This design comes from an exercise in tuning for small area on the open sky130 flow, not from production work.
The RTL was checked by simulation tests, not by an equivalence proof against the original design.
No activity file was given, so power comes from the tool's default toggle rates.

==> design/flow/design.v <==
package fpu_pkg;
  localparam logic [2:0] OP_AND    = 3'd0;
  localparam logic [2:0] OP_OR     = 3'd1;
  localparam logic [2:0] OP_XOR    = 3'd2;
  localparam logic [2:0] OP_ANDN   = 3'd3;
  localparam logic [2:0] OP_SWAP   = 3'd4;
  localparam logic [2:0] OP_DUP    = 3'd5;
  localparam logic [2:0] OP_INS_LO = 3'd6;
  localparam logic [2:0] OP_INS_HI = 3'd7;
  localparam logic [2:0] CMP_QUIET  = 3'd0;
  localparam logic [2:0] CMP_SIGNAL = 3'd1;
  localparam logic [1:0] SRC_NOW  = 2'd1;
  localparam logic [1:0] SRC_PREV = 2'd2;
endpackage
module fwd_aoi3 (
  input  logic [2:0] hot,
  input  logic [2:0] src,
  output logic       y_n
);
  assign y_n = ~|(hot & src);
endmodule
module fwd_bit7 (
  input  logic [6:0] hot,
  input  logic [6:0] src,
  output logic       y
);
  logic [2:0] n;
  fwd_aoi3 u_t0 (.hot(hot[2:0]), .src(src[2:0]), .y_n(n[0]));
  fwd_aoi3 u_t1 (.hot(hot[5:3]), .src(src[5:3]), .y_n(n[1]));
  assign n[2] = ~(hot[6] & src[6]);
  assign y = ~&n;
endmodule
module fwd_bit9 (
  input  logic [8:0] hot,
  input  logic [8:0] src,
  output logic       y
);
  logic [2:0] n;
  fwd_aoi3 u_t0 (.hot(hot[2:0]), .src(src[2:0]), .y_n(n[0]));
  fwd_aoi3 u_t1 (.hot(hot[5:3]), .src(src[5:3]), .y_n(n[1]));
  fwd_aoi3 u_t2 (.hot(hot[8:6]), .src(src[8:6]), .y_n(n[2]));
  assign y = ~&n;
endmodule
module fwd_decode (
  input  logic [3:0] sel,
  output logic [8:0] hot
);
  logic now_src, prev_src;
  logic [3:0] idx_hot;
  assign now_src  = ~sel[3] &  sel[2];
  assign prev_src =  sel[3] & ~sel[2];
  assign idx_hot  = {sel[1] & sel[0], sel[1] & ~sel[0], ~sel[1] & sel[0], ~sel[1] & ~sel[0]};
  assign hot[3:0] = {4{now_src}} & idx_hot;
  assign hot[7:4] = {4{prev_src}} & idx_hot;
  assign hot[8]   = ~(now_src | prev_src);
endmodule
module operand_forward #(
  parameter int W = 64
) (
  input  logic [W-1:0]   reg_val,
  input  logic [3:0]     sel,
  input  logic [W-1:0]   now0, now2, now3, prev0, prev2, prev3,
  input  logic [3:0]     now1, prev1,
  output logic [W-1:0]   operand
);
  logic [8:0] hot;
  fwd_decode u_dec (.sel(sel), .hot(hot));
  for (genvar i = 0; i < W; i++) begin : g_bit
    if (i < 4) begin : g_lo
      fwd_bit9 u_bit (
        .hot (hot),
        .src ({reg_val[i], prev3[i], prev2[i], prev1[i], prev0[i], now3[i], now2[i], now1[i], now0[i]}),
        .y   (operand[i])
      );
    end else begin : g_hi
      fwd_bit7 u_bit (
        .hot ({hot[8:6], hot[4:2], hot[0]}),
        .src ({reg_val[i], prev3[i], prev2[i], prev0[i], now3[i], now2[i], now0[i]}),
        .y   (operand[i])
      );
    end
  end
endmodule
module perm_bit (
  input  logic a,
  input  logic b,
  input  logic x,       
  input  logic s,       
  input  logic t11,
  input  logic t10,
  input  logic t01,
  input  logic t00,
  output logic y
);
  logic f;
  always_comb begin
    case ({a, b})
      2'b00:   f = t00;
      2'b01:   f = t01;
      2'b10:   f = t10;
      default: f = t11;
    endcase
  end
  assign y = f | (x & s);
endmodule
module logic_perm_unit (
  input  logic [2:0]  op,
  input  logic [63:0] a,
  input  logic [63:0] b,
  output logic [63:0] y
);
  logic [3:0] th, tl;    
  logic       sh, sl;    
  always_comb begin
    sh = 1'b0;
    sl = 1'b0;
    case (op)
      fpu_pkg::OP_AND:    begin th = 4'b1000; tl = 4'b1000; end
      fpu_pkg::OP_OR:     begin th = 4'b1110; tl = 4'b1110; end
      fpu_pkg::OP_XOR:    begin th = 4'b0110; tl = 4'b0110; end
      fpu_pkg::OP_ANDN:   begin th = 4'b0100; tl = 4'b0100; end
      fpu_pkg::OP_SWAP:   begin th = 4'b0000; tl = 4'b0000; sh = 1'b1; sl = 1'b1; end
      fpu_pkg::OP_DUP:    begin th = 4'b0000; tl = 4'b1010; sh = 1'b1; end
      fpu_pkg::OP_INS_LO: begin th = 4'b1010; tl = 4'b1100; end
      default:            begin th = 4'b1100; tl = 4'b1010; end
    endcase
  end
  for (genvar i = 0; i < 64; i++) begin : g_bit
    localparam int J  = i % 32;          
    localparam int HI = i / 32;          
    localparam int O  = (1 - HI) * 32 + J;    
    perm_bit u_bit (
      .a   (a[i]),
      .b   (b[i]),
      .x   (b[O]),
      .s   (HI ? sh : sl),
      .t11 (HI ? th[3] : tl[3]),
      .t10 (HI ? th[2] : tl[2]),
      .t01 (HI ? th[1] : tl[1]),
      .t00 (HI ? th[0] : tl[0]),
      .y   (y[i])
    );
  end
endmodule
module fp_compare_unit (
  input  logic [31:0] a,
  input  logic [31:0] b,
  input  logic        signal_cmp,
  output logic [1:0]  ord,
  output logic        daz_eq,
  output logic        invalid,
  output logic        den        
);
  logic a_e0, b_e0, a_e1, b_e1, a_m0, b_m0;
  logic a_nan, b_nan, nan, both_zero;
  logic mag_eq, mag_lt;
  assign a_e0  = (a[30:23] == 8'h00);
  assign b_e0  = (b[30:23] == 8'h00);
  assign a_e1  = (a[30:23] == 8'hff);
  assign b_e1  = (b[30:23] == 8'hff);
  assign a_m0  = (a[22:0] == 23'd0);
  assign b_m0  = (b[22:0] == 23'd0);
  assign a_nan = a_e1 & ~a_m0;
  assign b_nan = b_e1 & ~b_m0;
  assign nan   = a_nan | b_nan;
  assign both_zero = a_e0 & a_m0 & b_e0 & b_m0;
  assign mag_eq = (a[30:0] == b[30:0]);
  assign mag_lt = (a[30:0] <  b[30:0]);
  always_comb begin
    if (nan)                     ord = 2'd3;
    else if (both_zero)          ord = 2'd1;
    else if (a[31] != b[31])     ord = a[31] ? 2'd0 : 2'd2;
    else if (mag_eq)             ord = 2'd1;
    else if (mag_lt ^ a[31])     ord = 2'd0;
    else                         ord = 2'd2;
  end
  assign daz_eq  = a_e0 & b_e0 & ~(a_m0 & b_m0);
  assign invalid = (a_nan & ~a[22]) | (b_nan & ~b[22]) | (signal_cmp & nan);
  assign den     = (a_e0 & ~a_m0) | (b_e0 & ~b_m0);
endmodule
module fpu_lanes (
  input  logic         clk,
  input  logic         rst,
  input  logic [145:0] issue0,
  input  logic [145:0] issue1,
  input  logic [127:0] ext_bus,    
  input  logic [2:0]   fpcsr,
  output logic [70:0]  res0,
  output logic [73:0]  res1
);
  logic [63:0]  p0_data;      
  logic [5:0]   p0_tag;
  logic         p0_valid;
  logic [63:0]  r0_data;      
  logic [5:0]   r0_tag;
  logic         r0_valid;
  logic [63:0]  r0_prev;      
  logic [1:0]   c1_ord;       
  logic         c1_dazeq;     
  logic         c1_inv;
  logic         c1_den;       
  logic [5:0]   c1_tag;
  logic         c1_valid;
  logic [1:0]   r1_ord;       
  logic [1:0]   r1_flags;
  logic         r1_excpt;
  logic [5:0]   r1_tag;
  logic         r1_valid;
  logic [1:0]   r1_prev;      
  logic [127:0] ext_prev;     
  logic [3:0]   b1_now;       
  logic [3:0]   b1_prev;
  assign b1_now  = 4'b0001 << r1_ord;
  assign b1_prev = 4'b0001 << r1_prev;
  assign res0 = {r0_valid, r0_tag, r0_data};
  assign res1 = {r1_valid, r1_tag, 60'd0, b1_now, r1_flags, r1_excpt};
  logic [63:0] a0;
  logic [63:0] b0;
  logic [31:0] a1;
  logic [31:0] b1;
  operand_forward #(.W(64)) u_fwd_a0 (
    .reg_val (issue0[135:72]), .sel (issue0[7:4]),
    .now0 (r0_data), .now2 (ext_bus[63:0]), .now3 (ext_bus[127:64]),
    .prev0 (r0_prev), .prev2 (ext_prev[63:0]), .prev3 (ext_prev[127:64]),
    .now1 (b1_now), .prev1 (b1_prev), .operand (a0)
  );
  operand_forward #(.W(64)) u_fwd_b0 (
    .reg_val (issue0[71:8]), .sel (issue0[3:0]),
    .now0 (r0_data), .now2 (ext_bus[63:0]), .now3 (ext_bus[127:64]),
    .prev0 (r0_prev), .prev2 (ext_prev[63:0]), .prev3 (ext_prev[127:64]),
    .now1 (b1_now), .prev1 (b1_prev), .operand (b0)
  );
  operand_forward #(.W(32)) u_fwd_a1 (
    .reg_val (issue1[103:72]), .sel (issue1[7:4]),
    .now0 (r0_data[31:0]), .now2 (ext_bus[31:0]), .now3 (ext_bus[95:64]),
    .prev0 (r0_prev[31:0]), .prev2 (ext_prev[31:0]), .prev3 (ext_prev[95:64]),
    .now1 (b1_now), .prev1 (b1_prev), .operand (a1)
  );
  operand_forward #(.W(32)) u_fwd_b1 (
    .reg_val (issue1[39:8]), .sel (issue1[3:0]),
    .now0 (r0_data[31:0]), .now2 (ext_bus[31:0]), .now3 (ext_bus[95:64]),
    .prev0 (r0_prev[31:0]), .prev2 (ext_prev[31:0]), .prev3 (ext_prev[95:64]),
    .now1 (b1_now), .prev1 (b1_prev), .operand (b1)
  );
  logic [63:0] d0;
  logic [1:0]  ord_d;
  logic        dazeq_d;
  logic        inv_d;
  logic        den_d;
  logic_perm_unit u_lane0 (
    .op (issue0[138:136]), .a (a0), .b (b0), .y (d0)
  );
  fp_compare_unit u_lane1 (
    .a (a1), .b (b1), .signal_cmp (issue1[138:136] == fpu_pkg::CMP_SIGNAL),
    .ord (ord_d), .daz_eq (dazeq_d), .invalid (inv_d), .den (den_d)
  );
  always_ff @(posedge clk) begin
    ext_prev <= ext_bus;
    r0_prev  <= r0_data;
    r1_prev  <= r1_ord;
    p0_data  <= d0;
    p0_tag   <= issue0[144:139];
    p0_valid <= issue0[145] & ~rst;
    r0_data  <= p0_data;
    r0_tag   <= p0_tag;
    r0_valid <= p0_valid & ~rst;
    c1_ord   <= ord_d;
    c1_dazeq <= dazeq_d;
    c1_inv   <= inv_d;
    c1_den   <= den_d;
    c1_tag   <= issue1[144:139];
    c1_valid <= issue1[145] & ~rst;
    r1_ord   <= (fpcsr[0] & c1_dazeq) ? 2'd1 : c1_ord;
    r1_flags <= {c1_inv, c1_den & ~fpcsr[0]};
    r1_excpt <= c1_valid & ~rst &
                ((c1_inv & fpcsr[2]) | (c1_den & ~fpcsr[0] & fpcsr[1]));
    r1_tag   <= c1_tag;
    r1_valid <= c1_valid & ~rst;
  end
endmodule
==> design/flow/flow/run.sh <==
#!/bin/bash
# The standard layout, with the port buffers made from the smallest buffer cell
# (sky130_fd_sc_hd__buf_1) instead of the resizer's default pick
set -euo pipefail
export BUFFER_PORTS_ARGS="-buffer_cell sky130_fd_sc_hd__buf_1"
bash standard.sh > standard.log 2>&1
==> design/flow/standard.sh <==
#!/bin/bash
# synth_recipe.tcl (not shown) runs the flow's synth.tcl, then flattens the netlist and writes it again
# the make line also repeats each setting of config.mk as NAME=value (left out here)
make -C /OpenROAD-flow-scripts/flow DESIGN_CONFIG=/design/flow/config.mk WORK_HOME=/design/flow/orfs CLKGATE_MAP_FILE= SYNTH_SCRIPT=/design/flow/synth_recipe.tcl "${@:-finish}"
==> design/flow/config.mk <==
export PLATFORM = sky130hd
export DESIGN_NAME = fpu_lanes
export DESIGN_NICKNAME = fpu_lanes
export VERILOG_FILES = /design/flow/design.v
export SDC_FILE = /design/flow/constraint.sdc
export NUM_CORES = 4
export LEC_CHECK = 0
export CAP_MARGIN = 20
export CORE_MARGIN = 2
export CORE_UTILIZATION = 30
export CTS_BUF_LIST = sky130_fd_sc_hd__clkbuf_16
export CTS_CLUSTER_DIAMETER = 100
export CTS_CLUSTER_SIZE = 20
export PLACE_DENSITY = 0.45
export SLEW_MARGIN = 20
export SYNTH_HIERARCHICAL = 1
==> design/flow/constraint.sdc <==
create_clock -name core_clock -period 5.5 [get_ports {clk}]
set_input_delay 1.1000 -clock core_clock [delete_from_list [all_inputs] [get_ports {clk}]]
set_output_delay 1.1000 -clock core_clock [all_outputs]
set_load 0.01 [all_outputs]
==> impl_metrics.json, run 1 <==
{
  "cts_tree": "done",
  "period_needed_ns": 3.98,
  "holdCritPathClass": "flop to flop",
  "status": "no timing/DRC/antenna violations",
  "slew_headroom_pct": 21.0,
  "gp_congestion": 0.829,
  "die-area_um2": 58300,
  "layout_common_cells": "buf_1, a222oi_1, dfxtp_1",
  "period_share_pct": 72.4,
  "vias": 18500,
  "drt-vias-per-instance": 6.39,
  "syn-instance-count": 1554,
  "io_buffers": 445,
  "syn_avg_cell_area_um2": 10.9,
  "clk_path_buf_depth": 3,
  "final_hold_viol_count": 0,
  "synth_enable_flop_cells": 0,
  "ctsResizeCount": 0,
  "core_area_um2": 56100,
  "powerDensity_nw_per_um2": 328,
  "tns_ns": 0,
  "cp_slowest_stage_delay_ns": 0.95,
  "grt_util_all_layers_pct": 27.7,
  "dr.pass1.iters": 13,
  "clkTransAtPathRegs_ns": 0.09,
  "synthArstFlopShare_pct": 0,
  "vdd_drop_max_uv": 188,
  "grt_pass1_vias": 17900,
  "grt_max_degree": 65,
  "wire_per_inst_um": 29.5,
  "cts_root_buf": "clkbuf_16",
  "maxCapViolCount": 0,
  "final_common_cell": "buf_1",
  "synthDistinctLibCells": 47,
  "area_growth_pct": 23.4,
  "tightestPinTransition_ns": 1.18,
  "setup_violations": 0,
  "ioPinCount": 570,
  "ys_ff_latch": 360,
  "critical_path_required_ns": 6.01,
  "yosys_warnings": 10,
  "fin_ws_ns": 1.52,
  "critical_path_class": "input pin to flop",
  "critPathLaunchType": "input pin",
  "critPathCaptureType": "flop",
  "arrival_ns": 4.49,
  "dp_slack_ns": 0.988,
  "cts-htree-levels": 1,
  "power.leakage_uw": 0.00812,
  "critPathSlowestCell": "ha_1",
  "cp_num_buf_inv": 4,
  "switching_share_pct": 33.3,
  "cts_buffers": 25,
  "dp.final_hpwl_mm": 55.8,
  "clkPwrFrac_pct": 29.0,
  "drive_gt1_share_pct": 8.71,
  "final_max_slew_viol_count": 0,
  "cts_hold_buf": 0,
  "netlist_area_um2": 16900,
  "p_switching_uw": 2280,
  "postRouteAntennaNets": 0,
  "path_max_fanout": 16,
  "drt_iter0_drc": 3731,
  "fin_skew_ns": 0.0220,
  "max_freq_ghz": 0.251,
  "postCtsSetupBuffers": 0,
  "path_cells": "buf_1 -> inv_1 -> ha_1 -> buf_4 -> nand2_1 -> nand3_1 -> inv_1 -> ha_1 -> and2_4 -> a221oi_2 -> nand2_1 -> o31ai_4 -> a31oi_1 -> o31ai_2",
  "cts_sinks": 360,
  "rsz0062_at_grt": "false",
  "intPower_uw": 4570,
  "die_y_um": 241,
  "overflow": 0,
  "ys_seq_area_share_pct": 42.6,
  "route.detailed.drc": 0,
  "fillers": 5793,
  "insertion_delay_ns": 0.58,
  "core.rowCount": 87,
  "grt_pass1_wl_mm": 119,
  "nNetsFinal": 2588,
  "synth_flop_cell": "dfxtp_1",
  "die_x_um": 241,
  "p_seq_share_pct": 48.2,
  "worst_path_dominant_cell_family": "adder cells",
  "antenna_found_initial": 5,
  "initial_core_util_pct": 30.2,
  "power_frac_comb_pct": 22.8,
  "drt_wl_total_mm": 85.4
}
-- layer usage --
layer / up-vias / global-route usage (%) / part of all wire, %
met4: 2 / 9.03 / 2.7
met5: - / 0 / 0.0094
met1: 9140 / 36.3 / 39
met2: 1324 / 46.0 / 47
met3: 158 / 5.20 / 11
li1: 7874 / - / -
-- per-module statistics from Yosys, one instance, submodules excluded, a selection --
module | area [µm²] | copies in the design | flip-flops and latches
logic_perm_unit | 76.3 | 1 | 0
fp_compare_unit | 1080 | 1 | 0
fwd_aoi3 | 10.0 | 400 | 0
fwd_decode | 95.1 | 4 | 0
fpu_lanes | 7810 | 1 | 360
fwd_bit9 | 5.00 | 16 | 0
-- flip-flops by register name, summed over array words and instances, names as in the netlist, 2 cells and up --
name and flops:
c1_tag 6, p0_data 64, p0_tag 6, ext_prev 128
r0_tag 6, r1_tag 6, r1_prev 2, r1_ord 2
r0_prev 64, r1_flags 2, c1_ord 2, r0_data 64
-- cell type report --
type / instances / area (µm²) / area share (%)
Antenna cell: 4 / 10.0 / 0.0480
Clock buffer: 25 / 626 / 3.00
Clock inverter: 13 / 159 / 0.762
Inverter: 41 / 154 / 0.738
Multi-Input combinational cell: 1212 / 9690 / 46.5
Sequential cell: 360 / 7210 / 34.6
Tap cell: 756 / 946 / 4.54
Timing Repair Buffer: 484 / 2060 / 9.90
-- synth_stat cells, types with 2 or more instances --
| cell type | number | area (µm²) |
|---|---|---|
| a222oi_1 | 400 | 4000 |
| conb_1 | 2 | 7.51 |
| buf_4 | 63 | 473 |
| inv_1 | 41 | 154 |
| a21o_1 | 68 | 510 |
| a21oi_1 | 10 | 50.1 |
| nor2_1 | 11 | 41.3 |
| a21boi_0 | 2 | 15.0 |
| nand3_1 | 197 | 986 |
| and3_1 | 8 | 50.1 |
| nand4_1 | 11 | 68.8 |
| nor3_1 | 3 | 15.0 |
| or3_1 | 2 | 12.5 |
| and2b_2 | 4 | 35.0 |
| dfxtp_1 | 360 | 7210 |
| nor3b_1 | 10 | 75.1 |
| and2_1 | 3 | 18.8 |
| nor2b_1 | 6 | 37.5 |
| nand2b_1 | 2 | 12.5 |
| a31oi_1 | 2 | 12.5 |
| mux4_2 | 64 | 1440 |
| nand3b_1 | 2 | 15.0 |
| nand2_1 | 189 | 709 |
| nor4_1 | 15 | 93.8 |
| o21ai_0 | 4 | 20.0 |
| ha_1 | 39 | 488 |
| and3b_1 | 16 | 140 |
-- metrics by stage --
stage | hold slack, ns | cell area, µm² | cells | power (µW) | utilization, %
2_1_floorplan | 0.310 | 17400 | 1676 | 4210 | -
5_1_grt | 0.333 | 20800 | 2893 | 7160 | 37.2
3_5_place_dp | 0.312 | 20100 | 2853 | 4890 | 35.8
4_1_cts | 0.328 | 20800 | 2891 | 6870 | 37.2
6_report | 0.320 | 20900 | 2895 | 6840 | 37.2
3_3_place_gp | 0.310 | 20100 | 2853 | 4860 | 35.8
-- final timing paths --
| kind | start | end | slack [ns] | cells past startpoint |
|---|---|---|---|---|
| setup / recovery | issue1[2] | c1_ord[1] | 1.52 | 14 |
| hold / removal | p0_data[46] | r0_data[46] | 0.32 | 0 |
| setup reg to reg | r1_ord[1] | c1_ord[1] | 2.60 | 11 |
| hold reg to reg | p0_data[46] | r0_data[46] | 0.32 | 0 |
-- cells by family after synthesis --
group	share of synthesized area, %
multiplexers	8.53
AO/OA/AOI/OAI	28.2
flip-flops	42.6
AND/OR/NAND/NOR	14.0
other	0.0444
adder cells (fa/ha/maj)	2.89
XOR/XNOR	0.0518
buffers and inverters	3.71
-- power groups by stage --
stage	Combinational [µW]	Clock, µW	Sequential (µW)
floorplan	899	0	3310
global placement	1530	0	3330
detailed placement	1540	0	3340
CTS	1550	2030	3290
global route	1690	2120	3350
finish	1560	1980	3300
==> inputs of run 2 (changes only) <==
==> design/flow/flow/run.sh (replaced) <==
#!/bin/bash
# The standard layout (standard.sh, ORFS from synthesis to the final layout) with
# three changes to how cells are added around the design's own logic:
#  - port buffers use the smallest buffer cell (sky130_fd_sc_hd__buf_1)
#  - the tie cells from synthesis are not copied once per load
#  - clock tree: clkbuf_16 only, sink clusters of up to 20 within 100 um, no dummy loads
set -euo pipefail
export BUFFER_PORTS_ARGS="-buffer_cell sky130_fd_sc_hd__buf_1"
export SKIP_REPAIR_TIE_FANOUT=1
export CTS_ARGS="-sink_clustering_enable -repair_clock_nets -dont_use_dummy_load -buf_list sky130_fd_sc_hd__clkbuf_16 -sink_clustering_size 20 -sink_clustering_max_diameter 100"
bash standard.sh > standard.log 2>&1
==> run 2 against run 1 <==
  * Die area unchanged
  * Critical path depth unchanged
  * Critical endpoint unchanged
  * Cell count down 4.6%
  * Largest power group unchanged
  * Register-to-register slack worse by 0.05 ns
  * Sequential share of layout area up 1.0 points
  * Utilization down 1.1 points
==> impl_metrics.json, run 2 <==
{
  "period_share_pct": 74.9,
  "arrival_ns": 4.60,
  "fillers": 5827,
  "holdWs_ns": 0.319,
  "gp_congestion": 0.834,
  "nNetsFinal": 2470,
  "critPathLaunchType": "input pin",
  "setup_violations": 0,
  "antenna_found_initial": 5,
  "final_max_slew_viol_count": 0,
  "max_freq_ghz": 0.243,
  "largest_reg_flops": 128,
  "r2r_start": "r1_ord[1]",
  "layout_common_cells": "buf_1, a222oi_1, dfxtp_1",
  "area.sequential_um2": 7210,
  "overflow": 0,
  "grt_pass1_wl_mm": 121,
  "initial_core_util_pct": 30.2,
  "core_area_um2": 56100,
  "final_common_cell": "buf_1",
  "grt_util_all_layers_pct": 28.3,
  "postRouteAntennaNets": 0,
  "clk_path_buf_depth": 3,
  "cts_root_buf": "clkbuf_16",
  "drt_iter0_drc": 3710,
  "postCtsSetupBuffers": 0,
  "cts-htree-levels": 1,
  "cts_sinks": 360,
  "post-synth-top-area-cell": "dfxtp_1",
  "synthDistinctLibCells": 47,
  "powerDensity_nw_per_um2": 325,
  "vdd_drop_max_uv": 173,
  "cts_tree": "done",
  "synth_top_area_share_pct": 42.6,
  "min_from": "p0_data[9]",
  "total_power_uw": 6590,
  "worst-r2r-setup-slack_ns": 2.55,
  "core.rowCount": 87,
  "path_max_fanout": 17,
  "final_hold_viol_count": 0,
  "holdCritPathClass": "flop to flop",
  "route.detailed.drc": 0,
  "cts_hold_buf": 0,
  "die_y_um": 241,
  "yosys_warnings": 10,
  "ys_ff_latch": 360,
  "tightestPinTransition_ns": 1.21,
  "min_path_cells": 0,
  "ff2ff_path_depth": 11,
  "die-area_um2": 58300,
  "tns_ns": 0,
  "slew_headroom_pct": 18.9,
  "ctsResizeCount": 0,
  "drt-vias-per-instance": 6.67,
  "io_buffers": 445,
  "synth_most_common_cell": "a222oi_1",
  "netlist_area_um2": 16900,
  "area_growth_pct": 19.9,
  "syn-instance-count": 1554,
  "synth_flop_cell": "dfxtp_1",
  "vias": 18400,
  "synth_enable_flop_cells": 0,
  "maxCapViolCount": 0,
  "fin_cells": 2761,
  "rsz0062_at_grt": "false",
  "syn_avg_cell_area_um2": 10.9,
  "ioPinCount": 570,
  "insertion_delay_ns": 0.58,
  "drt_wl_total_mm": 86.7,
  "min_to": "r0_data[9]",
  "status": "no timing/DRC/antenna violations",
  "dr.pass1.iters": 14,
  "ys_seq_area_share_pct": 42.6,
  "die_x_um": 241,
  "top_register": "ext_prev",
  "drive_gt1_share_pct": 8.98,
  "synthArstFlopShare_pct": 0,
  "period_needed_ns": 4.12,
  "power.leakage_uw": 0.00766,
  "multi_input_area_um2": 9230,
  "dpl.cell_count": 2735,
  "grt_pass1_vias": 18000,
  "critical_path_required_ns": 5.99,
  "wire_per_inst_um": 31.4,
  "synth_commonest_cells": "a222oi_1, dfxtp_1, nand3_1",
  "critPathCaptureType": "flop",
  "critical_path_class": "input pin to flop",
  "clkTransAtPathRegs_ns": 0.09,
  "rr_endpoint": "c1_ord[1]",
  "synthTopCellsByArea": "dfxtp_1, a222oi_1, mux4_2",
  "cts_buffers": 24,
  "dp.final_hpwl_mm": 55.6,
  "fin_skew_ns": 0.0520,
  "grt_max_degree": 65
}
-- run 2: cell counts after synthesis --
Identical to the previous run, type by type.
-- run 2: where the power goes --
group	leakage [µW]	switching [µW]	internal (µW)
Combinational	0.00433	940	633
Sequential	0.00303	304	2990
Clock	0.000296	947	773
Total	0.00766	2190	4400
-- run 2: modules after synthesis (local to each module, per instance), excerpt --
module           cells  cell area (µm²)
fp_compare_unit    153             1080
logic_perm_unit     14             76.3
perm_bit             2             30.0
fwd_aoi3             1             10.0
fwd_bit7             2             8.76
fwd_bit9             1             5.00
-- run 2: layout make-up --
cell class | count | share of cell area (%)
timing repair buffer | 489 | 10.5
clock buffer | 24 | 2.96
tap | 756 | 4.67
sequential | 360 | 35.6
inverter | 41 | 0.760
multi-input combinational | 1090 | 45.6
antenna | 1 | 0.0124
-- run 2: cell families (layout without fill, tap and decap cells) --
kind of cell | count (synthesis) | in the layout | share of synthesized area, %
DFF | 360 | 360 | 42.6
adders and majority gates | 39 | 39 | 2.89
buffers and inverters | 104 | 554 | 3.71
and+or+nand+nor | 484 | 484 | 14.0
xor gates and xnor gates | 1 | 1 | 0.0518
other | 2 | 3 | 0.0444
muxes | 64 | 64 | 8.53
AOI/OAI and AO/OA | 500 | 500 | 28.2
-- run 2: worst max path at each step --
stage              start         to  slack (ns)  cells after the start
3_3_place_gp   issue1[7]  c1_ord[1]        0.92                     13
4_1_cts        issue1[7]  c1_ord[1]        1.46                     14
6_report       issue1[7]  c1_ord[1]        1.38                     14
2_1_floorplan  issue1[3]  c1_ord[1]        0.41                     13
5_1_grt        issue1[7]  c1_ord[1]        1.12                     14
3_5_place_dp   issue1[7]  c1_ord[1]        0.87                     14
-- run 2: critical path, stage by stage --
cell	delay [ns]
buf_1	0.20
inv_1	0.07
ha_1	0.21
and3_2	0.39
buf_4	0.32
a222oi_1	0.37
nand3_1	0.21
ha_1	0.37
a21oi_1	0.14
a21oi_1	0.09
o31a_1	0.29
o41ai_2	0.45
a31oi_1	0.16
o31ai_2	0.21
-- run 2: stage by stage --
stage / area, µm² / util, % / setup WS (ns)
2_1_floorplan: 16900 / - / 0.406
3_3_place_gp: 19600 / 35.0 / 0.917
3_5_place_dp: 19600 / 35.0 / 0.868
4_1_cts: 20200 / 36.1 / 1.46
5_1_grt: 20300 / 36.1 / 1.12
6_report: 20300 / 36.1 / 1.38
-- run 2: routing by layer --
metal	wire, µm	vias up	share of wire (%)	GRT usage, %
li1	-	7735	-	-
met1	34200	9156	39	37.7
met2	40100	1342	46	45.8
met3	9780	192	11	5.09
met4	2560	4	3.0	10.2
met5	28	-	0.032	0
==> inputs of run 3 (changes only) <==
--- a/design/flow/design.v
+++ b/design/flow/design.v
@@ -165,6 +165,13 @@
   assign nan   = a_nan | b_nan;
   assign both_zero = a_e0 & a_m0 & b_e0 & b_m0;
-  assign mag_eq = (a[30:0] == b[30:0]);
-  assign mag_lt = (a[30:0] <  b[30:0]);
+  logic [30:0] diff;
+  assign diff   = a[30:0] ^ b[30:0];
+  assign mag_eq = ~|diff;
+  always_comb begin
+    mag_lt = 1'b0;
+    for (int i = 0; i < 31; i++) begin
+      if (diff[i]) mag_lt = b[i];
+    end
+  end
   always_comb begin
     if (nan)                     ord = 2'd3;
==> run 3 against run 2 <==
  * Setup slack better by 0.11 ns
  * Critical endpoint is now c1_inv
  * Die area is 0.77% lower
  * Combinational power hardly changed
  * Largest power group unchanged
  * Sequential share of layout area is 0.49 points higher
==> impl_metrics.json, run 3 <==
{
  "core.rowCount": 86,
  "synthAdderAreaFrac_pct": 0.731,
  "utilization_pct": 36.2,
  "grt_pass1_wl_mm": 120,
  "critPathCaptureType": "flop",
  "r2r_start": "r1_ord[0]",
  "p_switching_uw": 2180,
  "synth_enable_flop_cells": 0,
  "tightestPinTransition_ns": 1.17,
  "wire_per_inst_um": 30.8,
  "final_max_slew_viol_count": 0,
  "cts-htree-levels": 1,
  "syn_avg_cell_area_um2": 10.8,
  "synth_most_common_cell": "a222oi_1",
  "yosys_warnings": 10,
  "cts_tree": "done",
  "synthArstFlopShare_pct": 0,
  "drt-vias-per-instance": 6.66,
  "path_cells": "buf_1 -> inv_1 -> ha_1 -> and3b_2 -> a222oi_1 -> nand3_1 -> nor4_1 -> nand4_1 -> nor2_1 -> or3_1 -> and2_1 -> nand2b_1 -> o221ai_1",
  "power_frac_comb_pct": 23.9,
  "rr_endpoint": "c1_inv",
  "overflow": 0,
  "critPathSlowestCell": "and3b_2",
  "initial_core_util_pct": 30.4,
  "max_freq_ghz": 0.249,
  "tns_ns": 0,
  "dpl.cell_count": 2726,
  "synth_top_family_by_area": "compound AO/OA/AOI/OAI gates",
  "min_to": "r0_data[5]",
  "dr.pass1.iters": 13,
  "design_area_um2": 20000,
  "fin_cells": 2753,
  "layout_common_cells": "buf_1, a222oi_1, dfxtp_1",
  "synth_flop_cell": "dfxtp_1",
  "synth_compound_area_share_pct": 29.0,
  "io_buffers": 445,
  "intPower_uw": 4330,
  "fillers": 5701,
  "rsz0062_at_grt": "false",
  "vias": 18300,
  "cts_root_buf": "clkbuf_16",
  "synth_top_area_share_pct": 43.0,
  "grt_pass1_vias": 17800,
  "largest_reg_flops": 128,
  "min_path_cells": 0,
  "syn-instance-count": 1558,
  "top_register": "ext_prev",
  "critical_path_class": "input pin to flop",
  "core_area_um2": 55200,
  "multi_input_area_um2": 9120,
  "ys_seq_area_share_pct": 43.0,
  "critical_path_required_ns": 5.93,
  "maxCapViolCount": 0,
  "critPathLaunchType": "input pin",
  "slew_headroom_pct": 22.0,
  "min_from": "p0_data[5]",
  "area_growth_pct": 19.2,
  "powerDensity_nw_per_um2": 326,
  "cts_buffers": 22,
  "gp_congestion": 0.884,
  "netlist_area_um2": 16800,
  "setup_violations": 0,
  "period_share_pct": 72.9,
  "insertion_delay_ns": 0.58,
  "antenna_found_initial": 5,
  "route.detailed.drc": 0,
  "die-area_um2": 57800,
  "period_needed_ns": 4.01,
  "ff2ff_path_depth": 10,
  "grt_util_all_layers_pct": 27.8,
  "clkTransAtPathRegs_ns": 0.09,
  "area.sequential_um2": 7210,
  "total_power_uw": 6510,
  "post-synth-top-area-cell": "dfxtp_1",
  "synthDistinctLibCells": 53,
  "post_dp_cell_area_um2": 19400,
  "p_seq_share_pct": 50.7,
  "power.leakage_uw": 0.00741,
  "dp.final_hpwl_mm": 55.7,
  "synth_xor_xnor_area_share_pct": 0.104,
  "clkPwrFrac_pct": 25.4,
  "holdCritPathClass": "flop to flop",
  "ctsResizeCount": 0,
  "final_common_cell": "buf_1",
  "ys_ff_latch": 360,
  "worst-r2r-setup-slack_ns": 2.67,
  "clk_path_buf_depth": 3,
  "fin_skew_ns": 0.0454,
  "postCtsSetupBuffers": 0,
  "cts_sinks": 360,
  "nNetsFinal": 2436,
  "synthTopCellsByArea": "dfxtp_1, a222oi_1, mux4_2",
  "synth_simple_gate_area_share_pct": 14.9,
  "cp_slowest_stage_delay_ns": 0.54,
  "die_x_um": 240,
  "final_hold_viol_count": 0,
  "postRouteAntennaNets": 0,
  "synthMuxAreaShare_pct": 8.60,
  "drt_wl_total_mm": 84.9,
  "ioPinCount": 570,
  "path_max_fanout": 32,
  "drt_iter0_drc": 3669,
  "vdd_drop_max_uv": 221,
  "switching_share_pct": 33.5,
  "cts_hold_buf": 0,
  "synth_commonest_cells": "a222oi_1, dfxtp_1, nand3_1",
  "status": "no timing/DRC/antenna violations",
  "die_y_um": 240,
  "drive_gt1_share_pct": 8.40,
  "arrival_ns": 4.44,
  "grt_max_degree": 65
}
==> run 3: cell types whose count changed in the layout (fill, tap and decap cells not counted), sizes merged, moves of 3 or more <==
cell	before	now
a21oi	10	4
a22o	0	3
buf	489	483
diode	1	5
ha	39	9
inv	41	34
nand2b	2	16
nand4	12	7
nor2b	7	16
o21ai	5	8
o22ai	1	8
==> run 3: power groups by stage <==
stage / combinational (µW) / sequential [µW] / clock, µW
after floorplan: 894 / 3310 / 0
after global placement: 1520 / 3330 / 0
after detailed placement: 1530 / 3340 / 0
after CTS: 1540 / 3280 / 1700
after global routing: 1670 / 3340 / 1780
final: 1560 / 3300 / 1650
==> run 3: metal layers <==
layer  vias to the layer above  GRT usage (%)  routed length, µm
met5                         -              0                  0
met2                      1374           45.3              38900
li1                       7743              -                  -
met3                       170           4.29               9500
met1                      9055           37.7              33900
met4                         0           8.83               2520
==> run 3: through the flow <==
| stage | hold slack (ns) | setup slack [ns] |
|---|---|---|
| 2_1_floorplan | 0.310 | 0.542 |
| 3_3_place_gp | 0.310 | 1.06 |
| 3_5_place_dp | 0.312 | 0.994 |
| 4_1_cts | 0.322 | 1.57 |
| 5_1_grt | 0.337 | 1.33 |
| 6_report | 0.323 | 1.49 |
==> run 3: cells by family (layout without fill, tap and decap cells) <==
kind of cell               count (synthesis)  in the layout
muxes                                     64             64
other                                      2              7
DFF                                      360            360
AOI/OAI and AO/OA                        514            514
adders and majority gates                 10             10
buffers and inverters                     97            539
xor gates and xnor gates                   2              2
and+or+nand+nor                          509            509
==> run 3: how the worst max path moves through the flow <==
stage | startpoint | end | slack [ns] | depth (start not counted)
after floorplan | issue1[7] | c1_ord[1] | 0.54 | 12
after global placement | issue1[6] | c1_inv | 1.06 | 13
after detailed placement | issue1[6] | c1_inv | 0.99 | 13
after CTS | issue1[6] | c1_inv | 1.57 | 13
after global routing | issue1[7] | c1_inv | 1.33 | 13
final | issue1[6] | c1_inv | 1.49 | 13
==> run 3: cell type report <==
| type | instances | share of cell area (%) |
|---|---|---|
| clock buffers | 22 | 2.75 |
| flip-flops and latches | 360 | 36.1 |
| well taps | 748 | 4.68 |
| repair buffers | 483 | 10.2 |
| multi-input cells | 1101 | 45.6 |
| inverters | 34 | 0.639 |
| diodes | 5 | 0.0626 |
==> run 3: worst max-delay path: cells and delay by family <==
kind	cells	cell delay, ns
buffers and inverters	2	0.27
AND/OR/NAND/NOR	8	2.23
AO/OA/AOI/OAI	2	0.58
adder cells (fa/ha/maj)	1	0.23
==> run 3: modules after synthesis, one instance, submodules excluded, excerpt <==
module	times used	area [µm²]	flops+latches	cells inside
fpu_lanes	1	7810	360	443
fp_compare_unit	1	951	0	157
fwd_decode	4	95.1	0	12
logic_perm_unit	1	76.3	0	14
perm_bit	64	30.0	0	2
fwd_aoi3	400	10.0	0	1
fwd_bit7	176	8.76	0	2
fwd_bit9	16	5.00	0	1
==> inputs of run 4 (changes only) <==
--- a/design/flow/config.mk
+++ b/design/flow/config.mk
@@ -8,9 +8,9 @@
 export CAP_MARGIN = 20
 export CORE_MARGIN = 2
-export CORE_UTILIZATION = 30
+export CORE_UTILIZATION = 36
 export CTS_BUF_LIST = sky130_fd_sc_hd__clkbuf_16
 export CTS_CLUSTER_DIAMETER = 100
 export CTS_CLUSTER_SIZE = 20
-export PLACE_DENSITY = 0.45
+export PLACE_DENSITY = 0.5
 export SLEW_MARGIN = 20
 export SYNTH_HIERARCHICAL = 1
==> run 4 against run 3 <==
  * Setup slack worse by 0.035 ns
  * Area after synthesis unchanged
  * Flip-flop and latch count unchanged
  * Combinational power about the same
  * Critical path type unchanged
  * Largest power group unchanged
  * Highest routed layer is now met5
==> impl_metrics.json, run 4 <==
{
  "status": "no timing/DRC/antenna violations",
  "cts_hold_buf": 0,
  "overflow": 0,
  "dr.pass1.iters": 15,
  "cts_buffers": 21,
  "clk_path_buf_depth": 3,
  "insertion_delay_ns": 0.56,
  "tns_ns": 0,
  "vias": 18500,
  "wire_per_inst_um": 31.1,
  "cts_root_buf": "clkbuf_16",
  "final_max_slew_viol_count": 0,
  "final_hold_viol_count": 0,
  "synth_top_area_share_pct": 43.0,
  "dr_wl_met3_mm": 10.2,
  "critical_path_required_ns": 5.97,
  "total_power_uw": 6440,
  "syn_avg_cell_area_um2": 10.8,
  "crit_start": "issue1[7]",
  "io_buffers": 445,
  "route.detailed.drc": 0,
  "initial_core_util_pct": 36.3,
  "maxCapViolCount": 0,
  "crit_cells": 14,
  "power.leakage_uw": 0.00746,
  "antenna_found_initial": 4,
  "max_freq_ghz": 0.247,
  "nNetsFinal": 2440,
  "rr_endpoint": "c1_inv",
  "path_cells": "buf_1 -> inv_1 -> ha_1 -> and3_2 -> buf_4 -> a222oi_1 -> nand3_1 -> nor2b_1 -> a2111oi_2 -> nand2_1 -> o311ai_1 -> o311ai_2 -> and3_1 -> o31ai_2",
  "grt_pass1_wl_mm": 115,
  "area_growth_pct": 18.7,
  "dr_wl_met2_mm": 36.2,
  "synthTopCellsByArea": "dfxtp_1, a222oi_1, mux4_2",
  "synthDistinctLibCells": 53,
  "fin_ws_ns": 1.45,
  "cts-htree-levels": 1,
  "grt_pass1_vias": 17900,
  "drt_wl_total_mm": 81.4,
  "synth_enable_flop_cells": 0,
  "die_y_um": 220,
  "netlist_area_um2": 16800,
  "synthArstFlopShare_pct": 0,
  "ioPinCount": 570,
  "core_area_um2": 46300,
  "post-synth-top-area-cell": "dfxtp_1",
  "dp.final_hpwl_mm": 54.2,
  "dp_slack_ns": 0.960,
  "vdd_drop_max_uv": 248,
  "final_common_cell": "buf_1",
  "grt_util_all_layers_pct": 31.9,
  "fin_skew_ns": 0.0291,
  "worst_path_dominant_cell_family": "compound AO/OA/AOI/OAI gates",
  "cp_num_buf_inv": 3,
  "gp_congestion": 0.943,
  "core.rowCount": 79,
  "postRouteAntennaNets": 0,
  "rsz0062_at_grt": "false",
  "drt-vias-per-instance": 7.09,
  "setup_violations": 0,
  "largest_reg_flops": 128,
  "arrival_ns": 4.52,
  "drt_iter0_drc": 4096,
  "critPathSlowestCell": "and3_2",
  "routed.top_layer": "met5",
  "clkTransAtPathRegs_ns": 0.10,
  "yosys_warnings": 10,
  "ctsResizeCount": 0,
  "synth_most_common_cell": "a222oi_1",
  "cp_slowest_stage_delay_ns": 0.42,
  "ff2ff_path_depth": 10,
  "critical_path_class": "input pin to flop",
  "holdCritPathClass": "flop to flop",
  "top_register": "ext_prev",
  "ys_ff_latch": 360,
  "holdWs_ns": 0.308,
  "period_share_pct": 73.6,
  "synth_flop_cell": "dfxtp_1",
  "period_needed_ns": 4.05,
  "drive_gt1_share_pct": 8.58,
  "grt_max_degree": 65,
  "cts_sinks": 360,
  "path_max_fanout": 18,
  "worst-r2r-setup-slack_ns": 2.58,
  "r2r_start": "r1_ord[0]",
  "critPathLaunchType": "input pin",
  "cts_tree": "done",
  "powerDensity_nw_per_um2": 323,
  "ys_seq_area_share_pct": 43.0,
  "postCtsSetupBuffers": 0,
  "slew_headroom_pct": 18.6,
  "critPathCaptureType": "flop",
  "synth_commonest_cells": "a222oi_1, dfxtp_1, nand3_1",
  "syn-instance-count": 1558,
  "worstSetupEndpoint": "c1_ord[1]",
  "die-area_um2": 48300,
  "die_x_um": 220,
  "layout_common_cells": "buf_1, a222oi_1, dfxtp_1",
  "drt-met1-wl_mm": 32.3,
  "tightestPinTransition_ns": 1.22
}
## run 4: cell count changes in the layout (fill, tap and decap cells not counted)
| cell | delta |
|---|---|
| buf_12 | +2 |
| clkbuf_16 | -1 |
| buf_16 | +3 |
| diode_2 | -2 |
## run 4: how the worst min path moves through the flow
stage                      startpoint           to  depth (start not counted)
after global routing      p0_data[14]  r0_data[14]                          0
final                     p0_data[25]  r0_data[25]                          0
after CTS                 p0_data[14]  r0_data[14]                          0
after global placement      p0_tag[4]    r0_tag[4]                          0
after floorplan            p0_data[0]   r0_data[0]                          0
after detailed placement  p0_data[10]  r0_data[10]                          0
## run 4: cell type report
class                           instances  area [µm²]
Fill cell                            4639       26400
Multi-Input combinational cell       1101        9120
Sequential cell                       360        7210
Timing Repair Buffer                  488        2150
Tap cell                              607         759
Clock buffer                           21         526
Inverter                               34         128
Antenna cell                            3        7.51
## run 4: metrics by stage
stage	std cells	cell area, µm²	utilization (%)
after floorplan	1558	16800	-
after global placement	2587	19300	41.7
after detailed placement	2587	19300	41.7
after CTS	2608	19800	42.8
after global routing	2612	19900	43.0
final	2614	19900	43.0
## run 4: power by group
group	total, µW	switching (µW)	internal [µW]
logic	1560	924	633
registers	3300	309	2990
clock network	1580	894	682
## run 4: worst register-to-register path, delay by kind of cell (launching register included)
family | cells | cell delay (ns)
flip-flops | 1 | 0.35
AND/OR/NAND/NOR | 8 | 1.98
AO/OA/AOI/OAI | 2 | 0.45
## run 4: per-module statistics from Yosys, one instance, submodules excluded, a selection
module | copies in the design | area, µm²
fp_compare_unit | 1 | 951
fpu_lanes | 1 | 7810
fwd_aoi3 | 400 | 10.0
fwd_bit7 | 176 | 8.76
fwd_bit9 | 16 | 5.00
fwd_decode | 4 | 95.1
logic_perm_unit | 1 | 76.3
perm_bit | 64 | 30.0
## run 4: kinds of logic (layout without fill, tap and decap cells)
group | Yosys count | after routing | share of synthesized area, %
simple gates | 509 | 509 | 14.9
xor+xnor | 2 | 2 | 0.104
other cells | 2 | 5 | 0.0448
mux | 64 | 64 | 8.60
compound gates | 514 | 514 | 29.0
fa+ha+maj | 10 | 10 | 0.731
buf+inv | 97 | 543 | 3.58
flops | 360 | 360 | 43.0
## run 4: routing by layer
metal  track usage [%]  up-vias
li1                  -     7757
met1              43.9     9028
met2              49.9     1534
met3              6.25      206
met4              11.2        2
met5                 0        -
==> inputs of run 5 (changes only) <==
==> design/flow/flow/run.sh (replaced) <==
#!/bin/bash
# The standard layout (standard.sh, ORFS from synthesis to the final layout) with
# three changes to how cells are added around the design's own logic:
#  - port buffers use the smallest buffer cell (sky130_fd_sc_hd__buf_1)
#  - the tie cells from synthesis are not copied once per load
#  - clock tree: clkbuf_16 only, sink clusters of up to 24 within 120 um, no dummy loads
set -euo pipefail
export BUFFER_PORTS_ARGS="-buffer_cell sky130_fd_sc_hd__buf_1"
export SKIP_REPAIR_TIE_FANOUT=1
export CTS_ARGS="-sink_clustering_enable -repair_clock_nets -dont_use_dummy_load -buf_list sky130_fd_sc_hd__clkbuf_16 -sink_clustering_size 24 -sink_clustering_max_diameter 120"
bash standard.sh > standard.log 2>&1
--- a/design/flow/config.mk
+++ b/design/flow/config.mk
@@ -8,9 +8,9 @@
 export CAP_MARGIN = 20
 export CORE_MARGIN = 2
-export CORE_UTILIZATION = 36
+export CORE_UTILIZATION = 30
 export CTS_BUF_LIST = sky130_fd_sc_hd__clkbuf_16
-export CTS_CLUSTER_DIAMETER = 100
-export CTS_CLUSTER_SIZE = 20
-export PLACE_DENSITY = 0.5
+export CTS_CLUSTER_DIAMETER = 120
+export CTS_CLUSTER_SIZE = 24
+export PLACE_DENSITY = 0.45
 export SLEW_MARGIN = 20
 export SYNTH_HIERARCHICAL = 1
==> run 5 against run 4 <==
  * Still clean
  * Cell area about the same
  * Hold slack better by 0.022 ns
  * Clock-buffer cell count down 3
  * Combinational power about the same
  * Utilization down 7.0 points
  * Clock skew down 0.00070 ns
  * Sequential power about the same
  * Die area up 20%
  * Critical endpoint is now c1_inv
  * Highest routed layer is now met4
==> impl_metrics.json, run 5 <==
{
  "status": "no timing/DRC/antenna violations",
  "tns_ns": 0,
  "ioPinCount": 570,
  "core_area_um2": 55200,
  "ys_ff_latch": 360,
  "syn_avg_cell_area_um2": 10.8,
  "antenna_found_initial": 5,
  "powerDensity_nw_per_um2": 319,
  "worst-r2r-setup-slack_ns": 2.65,
  "cp_slowest_stage_delay_ns": 0.57,
  "cts_buffers": 18,
  "holdWs_ns": 0.330,
  "nNetsFinal": 2432,
  "synth_commonest_cells": "a222oi_1, dfxtp_1, nand3_1",
  "dr_wl_met2_mm": 39.0,
  "total_power_uw": 6350,
  "grt_util_all_layers_pct": 27.8,
  "critPathSlowestCell": "nor4_1",
  "wire_per_inst_um": 30.8,
  "dp.final_hpwl_mm": 55.7,
  "ff2ff_path_depth": 10,
  "cts-htree-levels": 1,
  "maxCapViolCount": 0,
  "postRouteAntennaNets": 0,
  "critical_path_required_ns": 5.93,
  "gp_congestion": 0.884,
  "final_max_slew_viol_count": 0,
  "power.leakage_uw": 0.00736,
  "cts_hold_buf": 0,
  "synth_enable_flop_cells": 0,
  "ys_seq_area_share_pct": 43.0,
  "path_max_fanout": 32,
  "cts_tree": "done",
  "cts_sinks": 360,
  "syn-instance-count": 1558,
  "largest_reg_flops": 128,
  "drive_gt1_share_pct": 8.22,
  "r2r_start": "r1_ord[1]",
  "worstSetupEndpoint": "c1_inv",
  "slew_headroom_pct": 23.7,
  "die-area_um2": 57800,
  "grt_pass1_vias": 17700,
  "rr_endpoint": "c1_inv",
  "critPathLaunchType": "input pin",
  "path_cells": "buf_1 -> inv_1 -> ha_1 -> and3b_2 -> a222oi_1 -> nand3_1 -> nor4_1 -> nand4_1 -> nor2_1 -> or3_1 -> and2_1 -> nand2b_1 -> o221ai_1",
  "ctsResizeCount": 0,
  "core.rowCount": 86,
  "yosys_warnings": 10,
  "vias": 18300,
  "period_needed_ns": 3.99,
  "holdCritPathClass": "flop to flop",
  "grt_pass1_wl_mm": 120,
  "initial_core_util_pct": 30.4,
  "netlist_area_um2": 16800,
  "dr_wl_met3_mm": 9.88,
  "final_common_cell": "buf_1",
  "synth_most_common_cell": "a222oi_1",
  "crit_cells": 13,
  "insertion_delay_ns": 0.56,
  "setup_violations": 0,
  "vdd_drop_max_uv": 171,
  "top_register": "ext_prev",
  "drt-met1-wl_mm": 33.6,
  "layout_common_cells": "buf_1, a222oi_1, dfxtp_1",
  "io_buffers": 445,
  "synth_flop_cell": "dfxtp_1",
  "period_share_pct": 72.5,
  "routed.top_layer": "met4",
  "cp_num_buf_inv": 2,
  "rsz0062_at_grt": "false",
  "drt-vias-per-instance": 6.66,
  "crit_start": "issue1[3]",
  "grt_max_degree": 65,
  "route.detailed.drc": 0,
  "post-synth-top-area-cell": "dfxtp_1",
  "critical_path_class": "input pin to flop",
  "tightestPinTransition_ns": 1.14,
  "synthTopCellsByArea": "dfxtp_1, a222oi_1, mux4_2",
  "critPathCaptureType": "flop",
  "die_y_um": 240,
  "die_x_um": 240,
  "area_growth_pct": 18.6,
  "clk_path_buf_depth": 3,
  "fillers": 5714,
  "fin_skew_ns": 0.0284,
  "final_hold_viol_count": 0,
  "min_from": "p0_data[40]",
  "arrival_ns": 4.42,
  "clkTransAtPathRegs_ns": 0.10,
  "postCtsSetupBuffers": 0,
  "max_freq_ghz": 0.251,
  "drt_iter0_drc": 3626,
  "drt_wl_total_mm": 84.6,
  "overflow": 0,
  "synthDistinctLibCells": 53,
  "synth_top_area_share_pct": 43.0,
  "dr.pass1.iters": 12,
  "synthArstFlopShare_pct": 0,
  "cts_root_buf": "clkbuf_16",
  "worst_path_dominant_cell_family": "simple AND/OR/NAND/NOR gates"
}
## run 5: cell counts after synthesis
Identical to the previous run, type by type.
## run 5: Yosys stat by module (local to each module, per instance), a selection
module / area (µm²) / copies in the design / cells
fp_compare_unit: 951 / 1 / 157
fpu_lanes: 7810 / 1 / 443
fwd_aoi3: 10.0 / 400 / 1
fwd_bit7: 8.76 / 176 / 2
fwd_bit9: 5.00 / 16 / 1
fwd_decode: 95.1 / 4 / 12
logic_perm_unit: 76.3 / 1 / 14
perm_bit: 30.0 / 64 / 2
## run 5: through the flow
stage,cells,area (µm²),util (%),setup WS (ns)
global route,2749,19900,36.0,1.35
global placement,2726,19400,35.2,1.06
detailed placement,2726,19400,35.2,0.994
finish,2750,19900,36.0,1.51
floorplan,1558,16800,-,0.542
CTS,2744,19900,36.0,1.59
## run 5: report_power, final
group	switching, µW	internal [µW]
sequential	304	3000
clock	902	592
combinational	933	622
## run 5: area by class of cell
type	instances	area [µm²]	area share, %
Tap cell	748	936	4.71
Multi-Input combinational cell	1101	9120	45.9
Timing Repair Buffer	483	2030	10.2
Sequential cell	360	7210	36.2
Inverter	34	128	0.642
Clock buffer	18	450	2.26
Antenna cell	6	15.0	0.0755
## run 5: worst min path at each step
stage,end,slack [ns],cells after the start
2_1_floorplan,r0_data[0],0.31,0
3_3_place_gp,r0_tag[1],0.31,0
3_5_place_dp,r0_data[6],0.31,0
4_1_cts,r0_data[59],0.32,0
5_1_grt,r0_data[59],0.34,0
6_report,r0_data[40],0.33,0
## run 5: logic make-up after synthesis
group,after synthesis,share of synthesized area [%]
compound gates,514,29.0
simple gates,509,14.9
flops,360,43.0
buf+inv,97,3.58
mux,64,8.60
fa+ha+maj,10,0.731
other cells,2,0.0448
xor+xnor,2,0.104
## run 5: per-layer routing
layer  vias to the layer above  GRT usage [%]
met1                      8996           37.7
met2                      1407           45.4
met5                         -              0
met4                         0           8.68
met3                       152           4.28
li1                       7751              -
## run 5: worst register-to-register path, stage by stage (launching register included)
cell and delay [ns]:
dfxtp_1 0.43, nor2b_1 0.15, a222oi_1 0.24, nand3_1 0.25
nor4_1 0.57, nand4_1 0.19, nor2_1 0.24, or3_1 0.20
and2_1 0.20, nand2b_1 0.13, o221ai_1 0.12

-- what the ideal ports hide --
How much do the figures lean on ideal ports? The routed layouts below were timed once more, with nothing changed but the port constraints. Step 1 sets driving cells, clkbuf_16 on the clock port and buf_2 on the other inputs (assumed; they add their load-dependent delay and slew). Step 2 adds t to the input delays and takes it off the output delays; t is the mean of the earliest and latest rising clock arrival at the registers after step 1. Input paths then give back, and output paths get back, about the clock's delay inside the block. Three values: ideal, step 1, step 2; two values: the first two.
run	t, ns	slack for setup (ns)	worst setup path at the end	worst slew at a driven data input, ns	pins driven straight from the clock port
run 1	0.636	1.519 / 1.555 / 0.919	input to register	0.10	1
run 2	0.618	1.382 / 1.406 / 0.788	input to register	0.09	1
run 3	0.613	1.489 / 1.517 / 0.904	input to register	0.10	1
run 4	0.607	1.454 / 1.488 / 0.881	input to register	0.10	1
run 5	0.609	1.510 / 1.545 / 0.936	input to register	0.10	1
After both steps setup and hold are still met in every run listed. The setup slack of run 1, which loses most, moves by +0.036 ns with the drivers and by -0.600 ns with both steps.
